Background: an optimization exercise with open tools, aiming at small area. Do not read the settings as production practice.
Function was checked by simulation only, so behaviour that the tests miss may differ from the original.
Power figures rest on the tool's default switching activity, not on a simulated workload.

## oak
==> flow/design.v (excerpt) <==
module wb_regfile
#(
    parameter int    RETIRE_W  = 16,
    parameter cpu_pkg::word_t BUBBLE_PC = cpu_pkg::BUBBLE_PC
) (
    input  logic                clk,
    input  logic                resetn,
    input  logic                w_wreg,
    input  logic                w_m2reg,
    input  cpu_pkg::word_t               w_data,
    input  cpu_pkg::word_t               w_memout,
    input  cpu_pkg::reg_idx_t            w_rn,
    input  cpu_pkg::word_t               dbg_w_pc,
    input  cpu_pkg::word_t               dbg_w_inst,
    input  cpu_pkg::reg_idx_t            d_rs,
    input  cpu_pkg::reg_idx_t            d_rt,
    output cpu_pkg::word_t               d_qa,
    output cpu_pkg::word_t               d_qb,
    input  cpu_pkg::reg_idx_t            dbg_rn,
    output cpu_pkg::word_t               dbg_q,
    output cpu_pkg::word_t               wb_value,
    output logic [RETIRE_W-1:0] retire_cnt,
    output cpu_pkg::word_t               last_pc,
    output cpu_pkg::word_t               last_inst
);
export LEC_CHECK = 0
export CAP_MARGIN = 20
export CORE_MARGIN = 2
export CORE_UTILIZATION = 40
export PLACE_DENSITY = 0.5
export SLEW_MARGIN = 20
export SYNTH_HIERARCHICAL = 1
create_clock -name core_clock -period 8.0 [get_ports {clk}]
standard.sh (not shown) runs the stock make flow with config.mk's settings and CLKGATE_MAP_FILE= SYNTH_SCRIPT=/design/flow/synth_recipe.tcl, a recipe that flattens the netlist after the stock synthesis.
==> flow/flow/run.sh <==
#!/bin/bash
# Own layout flow: the standard ORFS flow (standard.sh: floorplan, power grid and tap cells,
# placement, clock tree, routing), with these changes:
#  - synthesis is flow/synth.tcl: the standard synthesis, but with the register file's purely
#    combinational read-port and select-decoder-output modules replaced by the gate-level cells.v;
#  - port buffers use sky130_fd_sc_hd__buf_1 (every input and output port still gets one);
#  - the clock tree uses clkbuf_4 (clkbuf_16 at the root) with small sink clusters and no dummy loads.
# ORFS writes each tool's full log under orfs/logs/; make's own output goes to flow_make.log here.
set -euo pipefail
export HANDMAP_CELLS="$PWD/flow/cells.v"
export BUFFER_PORTS_ARGS="-buffer_cell sky130_fd_sc_hd__buf_1"
export CTS_ARGS="-sink_clustering_enable -repair_clock_nets -dont_use_dummy_load -root_buf sky130_fd_sc_hd__clkbuf_16 -buf_list {sky130_fd_sc_hd__clkbuf_4} -sink_clustering_size 10 -sink_clustering_max_diameter 40"
bash standard.sh SYNTH_SCRIPT="$PWD/flow/synth.tcl" finish > flow_make.log 2>&1
Other scripts of this flow, unchanged in this note and not shown: flow/flow/cells.v, flow/flow/synth.tcl
oak closes out successfully: all stages finished, all timing, DRC and antenna checks passed.
What pine does differently from oak at the input level:
-- flow/flow/run.sh --
<<< oak, line 10
export HANDMAP_CELLS="$PWD/flow/cells.v"
export BUFFER_PORTS_ARGS="-buffer_cell sky130_fd_sc_hd__buf_1"
export CTS_ARGS="-sink_clustering_enable -repair_clock_nets -dont_use_dummy_load -root_buf sky130_fd_sc_hd__clkbuf_16 -buf_list {sky130_fd_sc_hd__clkbuf_4} -sink_clustering_size 10 -sink_clustering_max_diameter 40"
bash standard.sh SYNTH_SCRIPT="$PWD/flow/synth.tcl" finish > flow_make.log 2>&1
>>> pine, line 10
export HANDMAP_CELLS="$PWD/flow/cells.v"
export BUFFER_PORTS_ARGS="-buffer_cell sky130_fd_sc_hd__buf_1"
export CTS_ARGS="-sink_clustering_enable -repair_clock_nets -dont_use_dummy_load -root_buf sky130_fd_sc_hd__clkbuf_16 -buf_list {sky130_fd_sc_hd__clkbuf_4} -sink_clustering_size 8 -sink_clustering_max_diameter 40"
bash standard.sh SYNTH_SCRIPT="$PWD/flow/synth.tcl" finish > flow_make.log 2>&1
==> comparison <==
- Share of cells above drive strength 1: pine > oak
- Growth of design area from synthesis to finish (pine over oak): increase, 0.27 points
- The total global-route track usage was comparable across oak and pine.
- Status: fraction of power spent switching nets parity (pine, oak)
- Of the two candidates, oak has the better leakage power figure and pine the worse one.
- Total length of routed met3 wires in pine vs oak: up 2.2%
- pine -> oak: maximum frequency from static timing analysis flat
- Sum of routed wire length over all layers: pine vs oak — no meaningful difference
- Wire length of the first global-routing pass delta (pine -> oak): insignificant
- The run showing the greater total power of the final layout is pine.
- pine reports a higher power density over cell area than oak does.

what the ideal ports hide:
The flow's constraints put no driver on any port. The routed layouts listed below were extracted and timed again, unchanged, in two steps. Step 1 assumes that a clkbuf_16 drives the clock port and a buf_2 every other input. Step 2, shift: input delay + t, output delay - t, t = (earliest + latest rising clock arrival at the registers) / 2. This alone moves slack from input paths to output paths. Three values: ideal, step 1, step 2; two values: the first two.
run	shift t [ns]	setup WS [ns]	worst hold slack (ns)	worst setup path after step 2	worst data-port slew with drivers (ns)
oak	0.873	0.939 / 0.917 / 0.917	0.477 / 0.477 / 0.477	input to output	0.05
pine	0.870	0.940 / 0.919 / 0.919	0.477 / 0.477 / 0.477	input to output	0.05
After both steps every run listed still meets setup and hold. The setup slack of oak, which loses most, moves by -0.022 ns with the drivers and by -0.022 ns with both steps.
